Context: an optimization exercise on an open-source flow, tuned for a short achievable clock period, few clock cycles per item and low power. The choices shown serve that exercise and are no tape-out recipe.
Only simulation tests tie the RTL to the original design; equivalence was not proved.
Power figures rest on the tool's default switching activity, not on a simulated workload.

== run 1 ==
==> flow/design.v (excerpt) <==
module riscv_hart_top #(
	parameter logic [XLEN-1:0] RESET_PC = 32'h0000_0000
) (
	input  logic            clock_bus_i,
	input  logic            reset_i,
	output logic [3:0]      exception_bus_o,
	output logic [XLEN-1:0] inst_addr_o,
	output logic            mem_req0_o,
	output logic [XLEN-1:0] mem_add0_o,
	input  logic [XLEN-1:0] mem_data0_i,
	input  logic            mem_done0_i,
	output logic            mem_req1_o,
	output logic            mem_rw1_o,
	output logic [XLEN-1:0] mem_add1_o,
	output logic [XLEN-1:0] mem_data1_o,
	input  logic [XLEN-1:0] mem_data1_i,
	input  logic            mem_done1_i,
	output logic            per_req_o,
	output logic            per_rw_o,
	output logic [XLEN-1:0] per_add_o,
	output logic [XLEN-1:0] per_data_o,
	input  logic [XLEN-1:0] per_data_i
);
	logic            hart_mreq;
	logic            hart_preq;
	logic            hart_rw;
	logic [XLEN-1:0] hart_add;
	logic [XLEN-1:0] hart_wdata;
	riscv_hart_core #(
		.RESET_PC (RESET_PC)
	) hart_inst (
		.clock_bus_i     (clock_bus_i),
		.reset_i         (reset_i),
		.inst_req_o      (mem_req0_o),
		.inst_addr_o     (mem_add0_o),
		.inst_data_i     (mem_data0_i),
		.inst_done_i     (mem_done0_i),
		.data_mreq_o     (hart_mreq),
		.data_preq_o     (hart_preq),
		.data_wren_o     (hart_rw),
		.data_addr_o     (hart_add),
		.data_data_o     (hart_wdata),
		.mem_data_i      (mem_data1_i),
		.mem_done_i      (mem_done1_i),
		.per_data_i      (per_data_i),
		.data_ref_addr_o (inst_addr_o),
		.exception_o     (exception_bus_o)
	);
	port_switch peripheral_switch_inst (
		.core_mreq_i       (hart_mreq),
  ...
clock: 9.0 ns
lec_check: 0
abc_clock_period_in_ps: 3000
cap_margin: 30
core_margin: 2
core_utilization: 40
cts_buf_list: sky130_fd_sc_hd__clkbuf_8
cts_cluster_diameter: 50
cts_cluster_size: 16
setup_slack_margin: 5
slew_margin: 30
tns_end_percent: 20
run.sh (not shown) runs the stock make flow with config.mk's settings and CLKGATE_MAP_FILE= SYNTH_SCRIPT=/design/flow/synth_recipe.tcl, a recipe that flattens the netlist after the stock synthesis.
Having completed the whole flow, run 1 delivered a layout that passed the timing, design-rule and antenna checks.
Testbench counts of run 1, summed over its fixed seeds: cycles 31,480, instrs 15,403.
diff inputs: run 1 => run 2
- ABC_AREA newly set to 1
- TNS_END_PERCENT removed (was 20)
Findings:
The final layout from run 2, which completed every stage, passed the timing, design-rule and antenna checks at the end of the flow. Diff run 2 and run 1: count of cell instances traversed by the critical path higher in run 2. Run 1 → run 2: worst hold slack rose by 31 ps; post-synthesis share of cell area spent on and, or, nand and nor gates rose by 8.5 points. Timing endpoint of the critical path = hart_inst.x_a[22]$_DFFE_PN_: run 1; timing endpoint of the critical path = hart_inst.x_misal$_DFFE_PN_: run 2.
diff inputs: run 2 => run 3
- clearing ABC_AREA, which used to be 1
Notes after the runs:
- Run comparison: run 3 master of the slowest instance on the critical path a311o_2; run 2 master of the slowest instance on the critical path a221oi_1
- [compare] base=run 2 new=run 3: finished layout cell area down 1300 µm², core box area down 4.6%, largest net degree at the start of global routing down 42%, largest incremental delay on the critical path down 460 ps.
- Row power density over the cells: run 3 lower / run 2 higher
- There was hardly any difference in area share of fa/ha/maj cells after synthesis between run 2 and run 3.
- Summary of run 3 over run 2: later-pin clock latency in the skew report fell by 60 ps, total half-perimeter wirelength after legalization and detailed placement moved down.

---

== 07-02 ==
riscv_hart_top, a different RTL version from the one above (not shown whole).
For scale: roughly 4400 cells after synthesis, roughly 1300 flip-flops, roughly 300 I/O pins.
Settings: LEC_CHECK=0, ABC_CLOCK_PERIOD_IN_PS=3000, CAP_MARGIN=20, CORE_MARGIN=2, CORE_UTILIZATION=40, CTS_BUF_LIST=sky130_fd_sc_hd__clkbuf_4, SETUP_SLACK_MARGIN=5, SLEW_MARGIN=20; clock period 9.0 ns.
Testbench counts of 07-02, summed over its fixed seeds: cycles 33,204, instrs 15,403.
Relative to 07-02, the following input files were edited for 04-21:
# 07-02
export LEC_CHECK = 0
export ABC_CLOCK_PERIOD_IN_PS = 3000
export CAP_MARGIN = 20
export CORE_MARGIN = 2
export CORE_UTILIZATION = 40
export CTS_BUF_LIST = sky130_fd_sc_hd__clkbuf_4
export SETUP_SLACK_MARGIN = 5
export SLEW_MARGIN = 20
create_clock -name core_clock -period 9.0 [get_ports {clock_bus_i}]
# 04-21
export LEC_CHECK = 0
export ABC_CLOCK_PERIOD_IN_PS = 3000
export CAP_MARGIN = 20
export CORE_MARGIN = 2
export CORE_UTILIZATION = 60
export CTS_BUF_LIST = sky130_fd_sc_hd__clkbuf_8
export CTS_CLUSTER_DIAMETER = 50
export CTS_CLUSTER_SIZE = 16
export SETUP_SLACK_MARGIN = 5
export SLEW_MARGIN = 20
create_clock -name core_clock -period 9.0 [get_ports {clock_bus_i}]
[summary]
- Power share of the combinational group ends up lower on 07-02.
- On row count: between 04-21 and 07-02, it ends up higher for 07-02.
- Cell count: 04-21 lower than 07-02
- Measured against each other, 04-21 and 07-02 differ in largest fanout on the critical path, the lower figure coming from 04-21.
- Delta (04-21 minus 07-02): area taken by flip-flops and latches roughly the same; post-synthesis instance area roughly the same; register fraction of the total cell area higher.
- For the multi-input logic portion of the cell area, 04-21 came in 0.92 points higher than 07-02 did.
- What the final checks of 04-21 revealed, after a flow that finished every stage, was a layout that fails on max-capacitance violations, max-slew violations.

---

Another version of the RTL of riscv_hart_top (not shown whole).
For scale: about 4400 cells after synthesis, ~300 I/O pins.
export LEC_CHECK = 0
export ABC_CLOCK_PERIOD_IN_PS = 3000
export CAP_MARGIN = 30
export CORE_MARGIN = 2
export CORE_UTILIZATION = 40
export CTS_BUF_LIST = sky130_fd_sc_hd__clkbuf_8
export CTS_CLUSTER_DIAMETER = 50
export CTS_CLUSTER_SIZE = 16
export SETUP_SLACK_MARGIN = 5
export SLEW_MARGIN = 30
create_clock -name core_clock -period 9.0 [get_ports {clock_bus_i}]
Testbench counts at the start, summed over its fixed seeds: cycles 31,496, instrs 15,403.
Next try:
==> flow/flow/run.sh (new file) <==
#!/bin/bash
set -euo pipefail
sed -e 's/SETUP_SLACK_MARGIN=[0-9.]*/SETUP_SLACK_MARGIN=5.5/' standard.sh > standard_margin.sh
bash standard_margin.sh > standard.log 2>&1
==> flow/standard.sh (new file) <==
#!/bin/bash
# synth_recipe.tcl (not shown) runs the flow's synth.tcl, then flattens the netlist and writes it again
# the make line also repeats each setting of config.mk as NAME=value (left out here)
make -C /OpenROAD-flow-scripts/flow DESIGN_CONFIG=/design/flow/config.mk WORK_HOME=/design/flow/orfs CLKGATE_MAP_FILE= SYNTH_SCRIPT=/design/flow/synth_recipe.tcl "${@:-finish}"
removed: flow/run.sh
Effect: Routed wire length climbs by 2.6%. Via count climbs by 1.7%. Design area climbs by 3.3%.
Next try:
==> flow/run.sh (new file) <==
#!/bin/bash
# synth_recipe.tcl (not shown) runs the flow's synth.tcl, then flattens the netlist and writes it again
# the make line also repeats each setting of config.mk as NAME=value (left out here)
make -C /OpenROAD-flow-scripts/flow DESIGN_CONFIG=/design/flow/config.mk WORK_HOME=/design/flow/orfs CLKGATE_MAP_FILE= SYNTH_SCRIPT=/design/flow/synth_recipe.tcl finish
- CAP_MARGIN: 30 -> 40
- CORE_UTILIZATION: 40 -> 55
- SLEW_MARGIN: 30 -> 40
removed: flow/flow/run.sh
removed: flow/standard.sh
Outcome: Via count goes down by about 2.5%; count of clock-buffer cells in the layout is higher by 4; worst setup slack gains 0.032 ns; design area falls by about 3.4%; hold slack improved by 0.0034 ns.

[port drivers added, routing unchanged]
The flow's constraints put no driver on any port. The routed layouts listed below were extracted and timed again, unchanged, in two steps. Step 1 assumes that a clkbuf_16 drives the clock port and a buf_2 every other input. Step 2 moves the port delays by t, midway between the first and last clock arrival at a register: inputs arrive t later, outputs are due t later. That takes back most of the time a late clock gives input paths. a / b / c = ideal / step 1 / step 2; a / b = the first two.
| run | t (ns) | setup WS [ns] | latest minus earliest clock arrival (ns) | pins driven straight from the clock port |
|---|---|---|---|---|
| run 1 | 0.993 | 4.882 / 4.821 / 3.928 | 0.067 / 0.066 | 1 |
| run 2 | 1.026 | 4.932 / 4.932 / 4.152 | 0.078 / 0.079 | 1 |
| run 3 | 0.984 | 4.859 / 4.891 / 3.907 | 0.057 / 0.057 | 1 |
| 07-02 | 1.392 | 4.989 / 4.989 / 4.458 | 0.154 / 0.154 | 1 |
| 04-21 | 0.918 | 4.968 / 4.968 / 4.309 | 0.054 / 0.054 | 1 |
| the first run of note 3 | 0.993 | 4.943 / 4.943 / 3.979 | 0.057 / 0.056 | 1 |
| the second run of note 3 | 1.016 | 4.919 / 4.940 / 3.924 | 0.066 / 0.067 | 1 |
| the third run of note 3 | 0.978 | 4.951 / 4.968 / 4.013 | 0.053 / 0.053 | 1 |
For the second run of note 3, which loses most, drivers alone change the setup slack by +0.021 ns; drivers and shift together by -0.995 ns.
